What follows belongs to an exercise in optimizing a design on an open flow for small area and few clock cycles; a production flow would make more cautious choices.
In this exercise RTL edits were held to simulation tests only and were not proved equivalent to the original.
Power is estimated from default activity; no workload was simulated.

before:
Design nonogram_solver, start of the top module:
module nonogram_solver (
    input  logic          clk,
    input  logic          rst,
    input  logic          start,
    input  logic [3:0]    num_rows,
    input  logic [3:0]    num_cols,
    input  logic [111:0]  counts,        
    input  logic [7:0]    in_word,
    input  logic          in_valid,
    output logic          in_ready,
    output logic [7:0]    out_word,
    output logic          out_valid,
    input  logic          out_ready,
    output logic [63:0]   known,
    output logic [63:0]   assigned,
    output logic          solved
);
==> flow/config.mk <==
export PLATFORM = sky130hd
export DESIGN_NAME = nonogram_solver
export DESIGN_NICKNAME = nonogram_solver
export VERILOG_FILES = /design/flow/design.v
export SDC_FILE = /design/flow/constraint.sdc
export NUM_CORES = 4
export LEC_CHECK = 0
export CAP_MARGIN = 20
export CORE_MARGIN = 2
export CORE_UTILIZATION = 40
export CTS_BUF_LIST = sky130_fd_sc_hd__clkbuf_4
export SLEW_MARGIN = 20
export SYNTH_HIERARCHICAL = 1
==> flow/constraint.sdc <==
create_clock -name core_clock -period 10.0 [get_ports {clk}]
set_input_delay 2.0000 -clock core_clock [delete_from_list [all_inputs] [get_ports {clk}]]
set_output_delay 2.0000 -clock core_clock [all_outputs]
set_load 0.01 [all_outputs]
standard.sh (not shown) runs the stock make flow with config.mk's settings and CLKGATE_MAP_FILE= SYNTH_SCRIPT=/design/flow/synth_recipe.tcl, a recipe that flattens the netlist after the stock synthesis.
==> flow/flow/run.sh <==
#!/bin/bash
# The standard layout with three changes: the smallest buffer on every input
# and output port, a clock tree of small buffers in clusters without dummy
# loads, and downsizing of gates off the critical paths after global routing.
set -euo pipefail
export BUFFER_PORTS_ARGS="-buffer_cell sky130_fd_sc_hd__buf_1"
export CTS_ARGS="-sink_clustering_enable -repair_clock_nets -dont_use_dummy_load -buf_list sky130_fd_sc_hd__clkbuf_4 -sink_clustering_size 12 -sink_clustering_max_diameter 40"
export RECOVER_POWER=100
bash standard.sh > standard.log 2>&1
In before the implementation ran to completion but is not tape-out ready, as the final checks report max-capacitance violations, max-slew violations.
Testbench counts of before, summed over its fixed seeds: cycles 95,857.
diff inputs: before => after
Settings: GPL_TIMING_DRIVEN newly set to 0; CTS_BUF_LIST removed (was sky130_fd_sc_hd__clkbuf_4).
==> flow/flow/run.sh <==
#!/bin/bash
# The standard layout with two changes: the smallest buffer on every input
# and output port, and a clock tree of small buffers in clusters without dummy
# loads.
set -euo pipefail
export BUFFER_PORTS_ARGS="-buffer_cell sky130_fd_sc_hd__buf_1"
export CTS_ARGS="-sink_clustering_enable -repair_clock_nets -dont_use_dummy_load -buf_list sky130_fd_sc_hd__clkbuf_4 -sink_clustering_size 10 -sink_clustering_max_diameter 30"
bash standard.sh > standard.log 2>&1
after went all the way through the flow, and no timing, DRC or antenna check failed.
Looking at number of H-tree levels, after sits 1 above before.
On starting DRC count in detailed routing, before loses to after.
Row combinational gate power: after higher / before lower
[after vs before] critical path depth: higher in after
Compare after and before | fraction of area in registers lower: after
From before to after the numbers moved as follows: global-route usage climbed 4.2 points, multiplexer fraction of the synthesized cell area now sits at about the same level, cell area picked up an extra about 6.5%.

========
nonogram_solver, a different RTL version from the one above (not shown whole).
Size in the first run: about 1500 cells after synthesis, about 270 I/O pins, about 15000 um2 of cells after synthesis.
Settings: LEC_CHECK=0, CAP_MARGIN=20, CORE_MARGIN=2, CORE_UTILIZATION=67, SLEW_MARGIN=20, SYNTH_HIERARCHICAL=1; clock period 10.0 ns.
==> flow/flow/run.sh <==
#!/bin/bash
# The standard layout with three changes: the smallest buffer on every input
# and output port; logic gates that synthesis sized up swapped back to their
# smallest size before placement (downsize.tcl), leaving placement's repair to
# size up what the layout needs; and a clock tree of small buffers in small
# clusters without dummy loads.
set -euo pipefail
export BUFFER_PORTS_ARGS="-buffer_cell sky130_fd_sc_hd__buf_1"
export CTS_ARGS="-sink_clustering_enable -repair_clock_nets -dont_use_dummy_load -buf_list sky130_fd_sc_hd__clkbuf_4 -sink_clustering_size 9 -sink_clustering_max_diameter 45"
bash standard.sh floorplan > standard_floorplan.log 2>&1
RES=orfs/results/$FLOW_PLATFORM/nonogram_solver/base PLATFORM_DIR=$FLOW_HOME/platforms/$FLOW_PLATFORM \
    openroad -no_init -exit flow/downsize.tcl > downsize.log 2>&1
bash standard.sh finish > standard.log 2>&1
==> flow/flow/downsize.tcl <==
# Swap every logic gate that synthesis sized up for the weakest cell with the
# same function and pins, where that cell is smaller; placement's repair then
# sizes up only what the layout needs. Flip-flops, buffers and inverters are
# left alone.
set res $::env(RES)
read_liberty $::env(PLATFORM_DIR)/lib/sky130_fd_sc_hd__tt_025C_1v80.lib
read_db $res/2_floorplan.odb
set n 0
foreach inst [get_cells *] {
  set m [get_property $inst ref_name]
  if {![regexp {^(sky130_fd_sc_hd__([a-z0-9]+))_([0-9]+)$} $m -> base func drive]} { continue }
  if {$drive <= 1} { continue }
  if {[regexp {^(buf|clkbuf|inv|clkinv|bufinv|dfxtp|edfxtp|dfrtp|dfstp|dfbbp|dfxbp|sdf|sedf|dlx|dlclkp|conb|tap|fill|decap|diode|clkdly|dlygate|dlymetal)} $func]} { continue }
  foreach d {1 0} {
    set cand [get_lib_cells -quiet ${base}_$d]
    if {[llength $cand] && [get_property $cand area] < [get_property [get_lib_cells $m] area]} {
      replace_cell $inst $cand
      incr n
      break
    }
  }
}
puts "downsized $n gates"
write_db $res/2_floorplan.odb
Testbench counts at the start, summed over its fixed seeds: cycles 95,857.
Rerun with:
CORE_UTILIZATION = 75   (was 67)
The new run completed with no timing, DRC or antenna violations.
Design area drops by 0.37%.
Fmax is higher by 1.6%.
Sequential share of layout area climbs by 0.15 points.
Final cell count went down by about 0.8%.
Worst setup slack is better by 130 ps.
Sequential power hardly moves.
Utilization goes up by 8.4 points.
Clock power climbs by about 2%.
Critical path depth decreases by 2.
Via count increases by about 10%.
Rerun with:
--- a/flow/flow/run.sh
+++ b/flow/flow/run.sh
@@ -8,3 +8,3 @@
 export BUFFER_PORTS_ARGS="-buffer_cell sky130_fd_sc_hd__buf_1"
-export CTS_ARGS="-sink_clustering_enable -repair_clock_nets -dont_use_dummy_load -buf_list sky130_fd_sc_hd__clkbuf_4 -sink_clustering_size 9 -sink_clustering_max_diameter 45"
+export CTS_ARGS="-sink_clustering_enable -repair_clock_nets -dont_use_dummy_load -buf_list sky130_fd_sc_hd__clkbuf_4 -sink_clustering_size 10 -sink_clustering_max_diameter 50"
 bash standard.sh floorplan > standard_floorplan.log 2>&1
CORE_UTILIZATION = 60   (was 75)
Result: Synthesized cell count is unchanged. Wire length is lower by about 11%. First-iteration DRC count drops by 35%. Flip-flop and latch count does not change.
Rerun with:
--- a/flow/flow/run.sh
+++ b/flow/flow/run.sh
@@ -8,3 +8,3 @@
 export BUFFER_PORTS_ARGS="-buffer_cell sky130_fd_sc_hd__buf_1"
-export CTS_ARGS="-sink_clustering_enable -repair_clock_nets -dont_use_dummy_load -buf_list sky130_fd_sc_hd__clkbuf_4 -sink_clustering_size 10 -sink_clustering_max_diameter 50"
+export CTS_ARGS="-sink_clustering_enable -repair_clock_nets -dont_use_dummy_load -buf_list sky130_fd_sc_hd__clkbuf_4 -sink_clustering_size 9 -sink_clustering_max_diameter 45"
 bash standard.sh floorplan > standard_floorplan.log 2>&1
@@ -12,2 +12,4 @@
     openroad -no_init -exit flow/downsize.tcl > downsize.log 2>&1
+# From placement on, repair buffers nets with small buffers only.
+export DONT_USE_CELLS="sky130_fd_sc_hd__buf_4 sky130_fd_sc_hd__buf_6 sky130_fd_sc_hd__buf_8 sky130_fd_sc_hd__buf_12 sky130_fd_sc_hd__buf_16"
 bash standard.sh finish > standard.log 2>&1
Result:
- global-route usage came out higher by 0.18 points
- clock skew is about the same
- final area hardly moves
- routed wire length is about the same
Rerun with:
--- a/flow/flow/run.sh
+++ b/flow/flow/run.sh
@@ -8,3 +8,3 @@
 export BUFFER_PORTS_ARGS="-buffer_cell sky130_fd_sc_hd__buf_1"
-export CTS_ARGS="-sink_clustering_enable -repair_clock_nets -dont_use_dummy_load -buf_list sky130_fd_sc_hd__clkbuf_4 -sink_clustering_size 9 -sink_clustering_max_diameter 45"
+export CTS_ARGS="-sink_clustering_enable -repair_clock_nets -dont_use_dummy_load -buf_list sky130_fd_sc_hd__clkbuf_4 -sink_clustering_size 12 -sink_clustering_max_diameter 30"
 bash standard.sh floorplan > standard_floorplan.log 2>&1
@@ -12,4 +12,2 @@
     openroad -no_init -exit flow/downsize.tcl > downsize.log 2>&1
-# From placement on, repair buffers nets with small buffers only.
-export DONT_USE_CELLS="sky130_fd_sc_hd__buf_4 sky130_fd_sc_hd__buf_6 sky130_fd_sc_hd__buf_8 sky130_fd_sc_hd__buf_12 sky130_fd_sc_hd__buf_16"
 bash standard.sh finish > standard.log 2>&1
=>
- power went up by a few percent
- worst setup slack is better by 34 ps
- final cell count came out higher slightly
- fmax rises slightly
- worst hold slack stays flat
Rerun with:
--- a/flow/flow/run.sh
+++ b/flow/flow/run.sh
@@ -8,3 +8,3 @@
 export BUFFER_PORTS_ARGS="-buffer_cell sky130_fd_sc_hd__buf_1"
-export CTS_ARGS="-sink_clustering_enable -repair_clock_nets -dont_use_dummy_load -buf_list sky130_fd_sc_hd__clkbuf_4 -sink_clustering_size 12 -sink_clustering_max_diameter 30"
+export CTS_ARGS="-sink_clustering_enable -repair_clock_nets -dont_use_dummy_load -buf_list sky130_fd_sc_hd__clkbuf_4 -sink_clustering_size 9 -sink_clustering_max_diameter 45"
 bash standard.sh floorplan > standard_floorplan.log 2>&1
Cell count drops by 0.78%.
Sequential power hardly moves.
Total power shrinks by 3.3%.
Area after synthesis is unchanged.
Utilization shrinks by 0.48 points.
Die area does not change.
Global-route usage is higher by 0.15 points.
First-iteration DRC count came out higher by 4.8%.
Via count decreases by 0.80%.
Design area falls by 0.71%.

========
## job 5747
nonogram_solver, a different RTL version from the one above (not shown whole).
Size: ~280 flip-flops, roughly 16000 sq um of cells after synthesis.
export LEC_CHECK = 0
export CAP_MARGIN = 20
export CORE_MARGIN = 2
export CORE_UTILIZATION = 40
export SLEW_MARGIN = 20
export SYNTH_HIERARCHICAL = 1
create_clock -name core_clock -period 10.0 [get_ports {clk}]
run.sh (not shown) runs the stock make flow with config.mk's settings and CLKGATE_MAP_FILE= SYNTH_SCRIPT=/design/flow/synth_recipe.tcl, a recipe that flattens the netlist after the stock synthesis.
Stock flow here: none of the scripts above is used.
Testbench counts of job 5747, summed over its fixed seeds: cycles 95,857.
Relative to job 5747, the following input files were edited for job 7251:
- CTS_BUF_LIST now sky130_fd_sc_hd__clkbuf_4, previously not set
==> flow/flow/run.sh (new file) <==
#!/bin/bash
# The standard layout with three changes: the smallest buffer on every input
# and output port, a clock tree of small buffers in clusters without dummy
# loads, and downsizing of gates off the critical paths after global routing.
set -euo pipefail
export BUFFER_PORTS_ARGS="-buffer_cell sky130_fd_sc_hd__buf_1"
export CTS_ARGS="-sink_clustering_enable -repair_clock_nets -dont_use_dummy_load -buf_list sky130_fd_sc_hd__clkbuf_4 -sink_clustering_size 12 -sink_clustering_max_diameter 40"
export RECOVER_POWER=100
bash standard.sh > standard.log 2>&1
==> flow/standard.sh (new file) <==
#!/bin/bash
# synth_recipe.tcl (not shown) runs the flow's synth.tcl, then flattens the netlist and writes it again
# the make line also repeats each setting of config.mk as NAME=value (left out here)
make -C /OpenROAD-flow-scripts/flow DESIGN_CONFIG=/design/flow/config.mk WORK_HOME=/design/flow/orfs CLKGATE_MAP_FILE= SYNTH_SCRIPT=/design/flow/synth_recipe.tcl "${@:-finish}"
removed: flow/run.sh
### Flow results
- | job 7251 | all stages done | FAIL | max-capacitance violations, max-slew violations |
- Job 5747 → job 7251: clock skew increased 0.059 ns; met2 capacity usage during global routing -4.6 points; proportion of power drawn by the clock network went down.
- A worst setup path endpoint of u_board.assigned[9]$_SDFF_PP0_ is what job 7251 shows, while solved belongs to job 5747.
Changes in job 5380 relative to job 7251:
==> flow/flow/run.sh <==
#!/bin/bash
# The standard layout with three changes: the smallest buffer on every input
# and output port, and a clock tree of small buffers in clusters without dummy
# loads.
set -euo pipefail
export BUFFER_PORTS_ARGS="-buffer_cell sky130_fd_sc_hd__buf_1"
export CTS_ARGS="-sink_clustering_enable -repair_clock_nets -dont_use_dummy_load -buf_list sky130_fd_sc_hd__clkbuf_4 -sink_clustering_size 12 -sink_clustering_max_diameter 40"
bash standard.sh > standard.log 2>&1
[summary]
- Job 5380 ended with every stage complete and zero timing, DRC or antenna violations.
- Job 5380 and job 7251 ended up with roughly the same overall via count from detail_route.
- On job 5380: power is 0.36% higher than what job 7251 gave.
- There was hardly any difference in per-cell via count in the routed design between job 5380 and job 7251.
- Diff job 5380..job 7251 | met2 wirelength from detailed routing | negligible
- Going from job 7251 to job 5380, switching power grows by 0.62%.
- From job 7251 to job 5380 the numbers moved as follows: number of CTS-inserted buffers has remained practically unchanged; adder-cell area share of the yosys netlist level; worst hold margin grew by 0.0034 ns.
Modified inputs, job 306 compared to job 5380
==> flow/flow/run.sh <==
#!/bin/bash
# The standard layout, with the smallest buffer on every input and output port
# in place of the default port buffer.
set -euo pipefail
export BUFFER_PORTS_ARGS="-buffer_cell sky130_fd_sc_hd__buf_1"
bash standard.sh > standard.log 2>&1
Results
When the final numbers for job 306 and job 5380 were put side by side, the data arrival at the endpoint of the critical path turned out to be greater in job 306.
Against job 5380, worst hold slack in job 306 came out worse.
met5 as the uppermost signal routing layer after detailed routing was reported by job 5380, and met4 by job 306.
Compared with job 5380, in job 306 static leakage up 0.40 nW; number of tap cells added at floorplan flat.
For job 7883, these inputs were changed with respect to job 306:
==> flow/run.sh (new file) <==
#!/bin/bash
# synth_recipe.tcl (not shown) runs the flow's synth.tcl, then flattens the netlist and writes it again
# the make line also repeats each setting of config.mk as NAME=value (left out here)
make -C /OpenROAD-flow-scripts/flow DESIGN_CONFIG=/design/flow/config.mk WORK_HOME=/design/flow/orfs CLKGATE_MAP_FILE= SYNTH_SCRIPT=/design/flow/synth_recipe.tcl finish
removed: flow/flow/run.sh
removed: flow/standard.sh
## What came out
Run comparison: job 7883 worst setup path category in2out; job 306 worst setup path category in2reg. Compared with job 306, in job 7883 wire length of the first global-routing pass has increased; total routed wirelength up about 4.5%. Job 7883 vs job 306 — clock-buffer cell count dropped about 15%. Total power: job 7883 above job 306.

========
RTL: one of the versions met above, not the one the previous note started from.
Size in the first run: roughly 1600 cells after synthesis, about 270 I/O pins.
export LEC_CHECK = 0
export CAP_MARGIN = 20
export CORE_MARGIN = 2
export CORE_UTILIZATION = 60
export SLEW_MARGIN = 20
export SYNTH_HIERARCHICAL = 1
create_clock -name core_clock -period 10.0 [get_ports {clk}]
standard.sh (not shown) runs the stock make flow with config.mk's settings and CLKGATE_MAP_FILE= SYNTH_SCRIPT=/design/flow/synth_recipe.tcl, a recipe that flattens the netlist after the stock synthesis.
==> flow/flow/run.sh <==
#!/bin/bash
# The standard layout with three changes: the smallest buffer on every input
# and output port, a clock tree of small buffers in clusters without dummy
# loads, and the buffers from synthesis removed before placement rather than
# sized up.
set -euo pipefail
export BUFFER_PORTS_ARGS="-buffer_cell sky130_fd_sc_hd__buf_1"
export REMOVE_ABC_BUFFERS=1
export CTS_ARGS="-sink_clustering_enable -repair_clock_nets -dont_use_dummy_load -buf_list sky130_fd_sc_hd__clkbuf_4 -sink_clustering_size 12 -sink_clustering_max_diameter 40"
bash standard.sh > standard.log 2>&1
The starting point produced a clean layout.
Testbench counts at the start, summed over its fixed seeds: cycles 95,857.
Change:
==> flow/flow/run.sh (replaced) <==
#!/bin/bash
# The standard layout with three changes: the smallest buffer on every input
# and output port; logic gates that synthesis sized up swapped back to their
# smallest size before placement (downsize.tcl), leaving placement's repair to
# size up what the layout needs; and a clock tree of small buffers in small
# clusters without dummy loads.
set -euo pipefail
export BUFFER_PORTS_ARGS="-buffer_cell sky130_fd_sc_hd__buf_1"
export CTS_ARGS="-sink_clustering_enable -repair_clock_nets -dont_use_dummy_load -buf_list sky130_fd_sc_hd__clkbuf_8 -sink_clustering_size 16 -sink_clustering_max_diameter 35"
bash standard.sh floorplan > standard_floorplan.log 2>&1
RES=orfs/results/$FLOW_PLATFORM/nonogram_solver/base PLATFORM_DIR=$FLOW_HOME/platforms/$FLOW_PLATFORM \
    openroad -no_init -exit flow/downsize.tcl > downsize.log 2>&1
bash standard.sh finish > standard.log 2>&1
==> flow/flow/downsize.tcl (new file) <==
# Swap every logic gate that synthesis sized up for the weakest cell with the
# same function and pins, where that cell is smaller; placement's repair then
# sizes up only what the layout needs. Flip-flops, buffers and inverters are
# left alone.
set res $::env(RES)
read_liberty $::env(PLATFORM_DIR)/lib/sky130_fd_sc_hd__tt_025C_1v80.lib
read_db $res/2_floorplan.odb
set n 0
foreach inst [get_cells *] {
  set m [get_property $inst ref_name]
  if {![regexp {^(sky130_fd_sc_hd__([a-z0-9]+))_([0-9]+)$} $m -> base func drive]} { continue }
  if {$drive <= 1} { continue }
  if {[regexp {^(buf|clkbuf|inv|clkinv|bufinv|dfxtp|edfxtp|dfrtp|dfstp|dfbbp|dfxbp|sdf|sedf|dlx|dlclkp|conb|tap|fill|decap|diode|clkdly|dlygate|dlymetal)} $func]} { continue }
  foreach d {1 0} {
    set cand [get_lib_cells -quiet ${base}_$d]
    if {[llength $cand] && [get_property $cand area] < [get_property [get_lib_cells $m] area]} {
      replace_cell $inst $cand
      incr n
      break
    }
  }
}
puts "downsized $n gates"
write_db $res/2_floorplan.odb
After rerunning: Power went up by about 13%. Wire length is about the same. Worst setup slack got worse by 0.70 ns. Non-clock buffer count went up by 4. Via count went up by about 1.1%. Critical path depth went up by 9. Die area is unchanged. Hold slack got worse by 0.013 ns.
Change:
==> flow/flow/run.sh (replaced) <==
#!/bin/bash
# The standard layout with three changes: the smallest buffer on every input
# and output port, and a clock tree of small buffers in clusters without dummy
# loads.
set -euo pipefail
export BUFFER_PORTS_ARGS="-buffer_cell sky130_fd_sc_hd__buf_1"
export CTS_ARGS="-sink_clustering_enable -repair_clock_nets -dont_use_dummy_load -buf_list sky130_fd_sc_hd__clkbuf_4 -sink_clustering_size 12 -sink_clustering_max_diameter 40"
bash standard.sh > standard.log 2>&1
- CORE_UTILIZATION: 60 -> 40
- CTS_BUF_LIST: not set -> sky130_fd_sc_hd__clkbuf_4
removed: flow/flow/downsize.tcl
Outcome: The new run finished with timing, DRC and antenna clean; non-clock buffer count falls by 8; routed wire length goes up by roughly a tenth; global-route usage went down by 11 points; die area grows by well over a third.
Change:
==> flow/flow/run.sh (replaced) <==
#!/bin/bash
# The standard layout with three changes: the smallest buffer on every input
# and output port; logic gates that synthesis sized up swapped back to their
# smallest size before placement (downsize.tcl), leaving placement's repair to
# size up what the layout needs; and a clock tree of small buffers in small
# clusters without dummy loads.
set -euo pipefail
export BUFFER_PORTS_ARGS="-buffer_cell sky130_fd_sc_hd__buf_1"
export CTS_ARGS="-sink_clustering_enable -repair_clock_nets -dont_use_dummy_load -buf_list sky130_fd_sc_hd__clkbuf_4 -sink_clustering_size 10 -sink_clustering_max_diameter 25"
bash standard.sh floorplan > standard_floorplan.log 2>&1
RES=orfs/results/$FLOW_PLATFORM/nonogram_solver/base PLATFORM_DIR=$FLOW_HOME/platforms/$FLOW_PLATFORM \
    openroad -no_init -exit flow/downsize.tcl > downsize.log 2>&1
bash standard.sh finish > standard.log 2>&1
==> flow/flow/downsize.tcl (new file) <==
# Swap every logic gate that synthesis sized up for the weakest cell with the
# same function and pins, where that cell is smaller; placement's repair then
# sizes up only what the layout needs. Flip-flops, buffers and inverters are
# left alone.
set res $::env(RES)
read_liberty $::env(PLATFORM_DIR)/lib/sky130_fd_sc_hd__tt_025C_1v80.lib
read_db $res/2_floorplan.odb
set n 0
foreach inst [get_cells *] {
  set m [get_property $inst ref_name]
  if {![regexp {^(sky130_fd_sc_hd__([a-z0-9]+))_([0-9]+)$} $m -> base func drive]} { continue }
  if {$drive <= 1} { continue }
  if {[regexp {^(buf|clkbuf|inv|clkinv|bufinv|dfxtp|edfxtp|dfrtp|dfstp|dfbbp|dfxbp|sdf|sedf|dlx|dlclkp|conb|tap|fill|decap|diode|clkdly|dlygate|dlymetal)} $func]} { continue }
  foreach d {1 0} {
    set cand [get_lib_cells -quiet ${base}_$d]
    if {[llength $cand] && [get_property $cand area] < [get_property [get_lib_cells $m] area]} {
      replace_cell $inst $cand
      incr n
      break
    }
  }
}
puts "downsized $n gates"
write_db $res/2_floorplan.odb
- CORE_UTILIZATION: 40 -> 60
- CTS_BUF_LIST: sky130_fd_sc_hd__clkbuf_4 -> not set
What happened: The new run produced a clean layout; worst setup slack got worse by 0.49 ns; global-route usage went up by 12 points; area after synthesis is unchanged; via count rose by 2.7%; register-to-register slack degrades by 1.1 ns.

static timing again, ports no longer ideal:
Ports are ideal in the flow. The routed layouts listed here were re-timed in OpenROAD.
Step 1: set_driving_cell puts a clkbuf_16 on clk and a buf_2 on each other input, an assumption about the parent block.
Step 2 moves the port delays by t, midway between the first and last clock arrival at a register: inputs arrive t later, outputs are due t later. That takes back most of the time a late clock gives input paths.
Slacks: ideal ports / drivers / drivers and shift; pairs: ideal ports / drivers.
run | shift t [ns] | setup WS [ns] | worst setup path after step 2 | clock arrival spread, ns | pins driven straight from the clock port
before | 0.790 | 1.822 / 1.847 / 1.057 | input to register | 0.165 / 0.166 | 1
after | 0.786 | 2.304 / 2.339 / 1.553 | input to register | 0.113 / 0.114 | 1
the first run of note 2 | 0.701 | 2.156 / 2.177 / 1.477 | input to register | 0.106 / 0.107 | 1
the second run of note 2 | 0.720 | 2.282 / 2.307 / 1.587 | input to register | 0.141 / 0.141 | 1
the third run of note 2 | 0.702 | 2.471 / 2.495 / 1.793 | input to register | 0.078 / 0.078 | 1
the fourth run of note 2 | 0.704 | 2.607 / 2.632 / 1.928 | input to register | 0.080 / 0.080 | 1
the fifth run of note 2 | 0.731 | 2.641 / 2.667 / 1.936 | input to register | 0.108 / 0.109 | 1
the sixth run of note 2 | 0.704 | 2.607 / 2.632 / 1.928 | input to register | 0.080 / 0.080 | 1
job 5747 | 0.641 | 1.530 / 1.506 / 1.084 | input to register | 0.025 / 0.025 | 1
job 7251 | 0.830 | 1.219 / 1.247 / 0.417 | input to register | 0.084 / 0.084 | 1
job 5380 | 0.817 | 2.049 / 2.073 / 1.256 | input to register | 0.077 / 0.076 | 1
job 306 | 0.865 | 2.076 / 2.100 / 1.234 | input to register | 0.063 / 0.063 | 1
job 7883 | 0.850 | 1.650 / 1.626 / 1.079 | input to register | 0.052 / 0.052 | 1
the first run of note 4 | 0.692 | 2.781 / 2.759 / 2.325 | input to register | 0.095 / 0.096 | 1
the second run of note 4 | 0.601 | 2.077 / 2.082 / 1.480 | input to register | 0.068 / 0.069 | 1
the third run of note 4 | 0.788 | 2.556 / 2.520 / 2.116 | input to register | 0.167 / 0.167 | 1
the fourth run of note 4 | 0.706 | 2.067 / 2.075 / 1.369 | input to register | 0.124 / 0.124 | 1
For job 306, which loses most, drivers alone change the setup slack by +0.024 ns; drivers and shift together by -0.842 ns.
